Background: an optimization exercise with open tools, aiming at small area, a short achievable clock period and few clock cycles per item. Do not read the settings as production practice.
Where RTL was checked, it was by simulation tests only, not by an equivalence proof against the original.

Setup of JK:
Design bch, start of the top module:
module bch (
	input  logic        i_clk,
	input  logic        i_arst_n,
	input  logic        i_set,
	input  logic [63:0] i_data,
	output logic        o_ready,
	output logic        o_finish,
	output logic [9:0]  o_data
);
For scale: roughly 1700 cells after synthesis, ~120 flip-flops.
clock: 6.5 ns
lec_check: 0
abc_area: 1
cap_margin: 20
core_margin: 2
core_utilization: 40
cts_buf_list: sky130_fd_sc_hd__clkbuf_4 sky130_fd_sc_hd__clkbuf_8
cts_cluster_size: 40
setup_slack_margin: 3.8
slew_margin: 20
standard.sh (not shown) runs the stock make flow with config.mk's settings and CLKGATE_MAP_FILE= SYNTH_SCRIPT=/design/flow/synth_recipe.tcl, a recipe that flattens the netlist after the stock synthesis.
==> flow/flow/run.sh <==
#!/bin/bash
# Standard layout, but the port buffers are sky130_fd_sc_hd__buf_2 instead of the delay
# buffer buffer_ports picks by default. Everything else is the standard flow's own flow (standard.sh).
set -euo pipefail
bash standard.sh "BUFFER_PORTS_ARGS=-buffer_cell sky130_fd_sc_hd__buf_2" finish > standard.log 2>&1
Input-level comparison between MS and JK:
Settings: CTS_CLUSTER_SIZE changed from 40 to 30.
--- outcome ---
As far as wire length of the first global-routing pass goes, MS and JK are indistinguishable; the numbers are identical.
Diff JK..MS | layout overhead on the synthesized area | unchanged
Reported for JK and MS, initial antenna violation count turned out identical to the last digit.
MS -> JK: setup slack delta 0, exact match
Re number of buffers other than clock buffers in the final layout: no difference whatsoever between JK and MS.
As far as count of final max-slew check failures goes, MS and JK are indistinguishable; the numbers are identical.
JK -> MS: final cell area excluding filler cells delta 0, exact match
As far as final wirelength goes, MS and JK are indistinguishable; the numbers are identical.
No functional check of the RTL was part of any run of this note.

bch, a different RTL version from the one above (not shown whole).
For scale: ~1800 cells after synthesis, about 79 I/O pins, roughly 0.013 mm² of cells after synthesis.
clock: 6.5 ns
lec_check: 0
abc_area: 1
cap_margin: 20
core_margin: 2
core_utilization: 40
cts_buf_list: sky130_fd_sc_hd__clkbuf_4 sky130_fd_sc_hd__clkbuf_8
cts_cluster_size: 30
setup_slack_margin: 3.85
slew_margin: 20
Scripts as last shown in full above: flow/flow/run.sh
Testbench counts at the start, summed over its fixed seeds: cycles 3,193, items 192.
==> next run, changes <==
CORE_UTILIZATION = 50   (was 40)
SETUP_SLACK_MARGIN = 3.8   (was 3.85)
What happened:
- synthesized area is unchanged
- via count came out lower slightly
- utilization came out higher by 11 points
==> next run, changes <==
CORE_UTILIZATION = 40   (was 50)
CTS_BUF_LIST = not set   (was sky130_fd_sc_hd__clkbuf_4 sky130_fd_sc_hd__clkbuf_8)
CTS_CLUSTER_SIZE = not set   (was 30)
=> The new run finished clean; first-iteration DRC count fell by 21%; die area rose by 24%; routed wire length fell by 1.6%; setup slack gains 19 ps; worst hold slack loses 6.9 ps; synthesized cell count is unchanged.

bch again, from the RTL that the note above started with.
// bch
module bch (
	input  logic        i_clk,
	input  logic        i_arst_n,
	input  logic        i_set,
	input  logic [63:0] i_data,
	output logic        o_ready,
	output logic        o_finish,
	output logic [9:0]  o_data
);
	function automatic [9:0] qsolve(input [9:0] x);
		qsolve[0] = 1'b0;
		qsolve[1] = x[2] ^ x[4] ^ x[7];
		qsolve[2] = x[3] ^ x[4] ^ x[6] ^ x[7];
		qsolve[3] = x[1] ^ x[2] ^ x[4] ^ x[6] ^ x[9];
		qsolve[4] = x[3] ^ x[6] ^ x[7] ^ x[8] ^ x[9];
		qsolve[5] = x[0] ^ x[3] ^ x[6] ^ x[7] ^ x[9];
		qsolve[6] = x[7] ^ x[9];
		qsolve[7] = x[8] ^ x[9];
		qsolve[8] = x[6] ^ x[7] ^ x[9];
		qsolve[9] = x[8];
	endfunction
	function automatic [4:0] t_inv32(input [4:0] x);
		t_inv32[0] = 32'hbd89b432 >> x;
		t_inv32[1] = 32'hba357164 >> x;
		t_inv32[2] = 32'h4c98f3e8 >> x;
		t_inv32[3] = 32'h8a7ba4d8 >> x;
		t_inv32[4] = 32'hed3a0d2c >> x;
	endfunction
	function automatic [4:0] t_l31(input [4:0] x);
		t_l31[0] = 32'h1afb9244 >> x;
		t_l31[1] = 32'hb7903954 >> x;
		t_l31[2] = 32'h2dd584d8 >> x;
		t_l31[3] = 32'ha37162ac >> x;
		t_l31[4] = 32'h7a6628f0 >> x;
	endfunction
	function automatic [5:0] t_l33(input [4:0] x);
		t_l33[0] = 32'h96aaa66a >> x;
		t_l33[1] = 32'h6669a695 >> x;
		t_l33[2] = 32'h659696a6 >> x;
		t_l33[3] = 32'h5a95a565 >> x;
		t_l33[4] = 32'h566599aa >> x;
		t_l33[5] = 32'h0 >> x;
	endfunction
	function automatic [5:0] t_l33m3(input [4:0] x);
		t_l33m3[0] = 32'h69a56598 >> x;
		t_l33m3[1] = 32'ha6969958 >> x;
		t_l33m3[2] = 32'h5aaa6994 >> x;
		t_l33m3[3] = 32'ha6566aa8 >> x;
		t_l33m3[4] = 32'h95996594 >> x;
		t_l33m3[5] = 32'h3 >> x;
	endfunction
	function automatic [4:0] t_sq(input [4:0] x);
		t_sq[0] = 32'ha3be4c2d >> x;
  ...
export LEC_CHECK = 0
export ABC_AREA = 1
export CAP_MARGIN = 20
export CORE_MARGIN = 2
export CORE_UTILIZATION = 40
export CTS_BUF_LIST = sky130_fd_sc_hd__clkbuf_4 sky130_fd_sc_hd__clkbuf_8
export CTS_CLUSTER_SIZE = 30
export SETUP_SLACK_MARGIN = 3.75
export SLEW_MARGIN = 20
create_clock -name core_clock -period 6.5 [get_ports {i_clk}]
Scripts as last shown in full above: flow/flow/run.sh
The baseline completed with no timing, DRC or antenna violations.
Testbench counts at the start, summed over its fixed seeds: cycles 3,193, items 192.
Edit:
- SETUP_SLACK_MARGIN: 3.75 -> 3.8
Effect: Routed wire length goes down slightly. Flip-flop and latch count is unchanged. Die area stays the same. Global-route usage goes down by 0.51 points. Final area goes up slightly.

[separate check: timing with driven ports]
No port has a modelled driver above. Below, the same layouts with a new extraction and two added sets of constraints.
Step 1: set_driving_cell puts a clkbuf_16 on i_clk and a buf_2 on each other input, an assumption about the parent block.
Step 2 adds t to the input delays and takes it off the output delays; t is the mean of the earliest and latest rising clock arrival at the registers after step 1. Input paths then give back, and output paths get back, about the clock's delay inside the block.
Three values: ideal ports, drivers, drivers and shift; two values: the first two.
| run | shift t [ns] | setup WS [ns] | pins driven straight from the clock port |
|---|---|---|---|
| JK | 0.465 | 3.741 / 3.741 / 3.317 | 1 |
| MS | 0.465 | 3.741 / 3.741 / 3.317 | 1 |
| the first run of note 2 | 0.472 | 3.836 / 3.836 / 3.381 | 1 |
| the second run of note 2 | 0.492 | 3.805 / 3.809 / 3.338 | 1 |
| the third run of note 2 | 0.456 | 3.824 / 3.843 / 3.390 | 1 |
| the first run of note 3 | 0.476 | 3.727 / 3.740 / 3.264 | 1 |
| the second run of note 3 | 0.475 | 3.823 / 3.838 / 3.364 | 1 |
After both steps setup and hold are still met in every run listed. The setup slack of the second run of note 2, which loses most, moves by +0.004 ns with the drivers and by -0.467 ns with both steps.
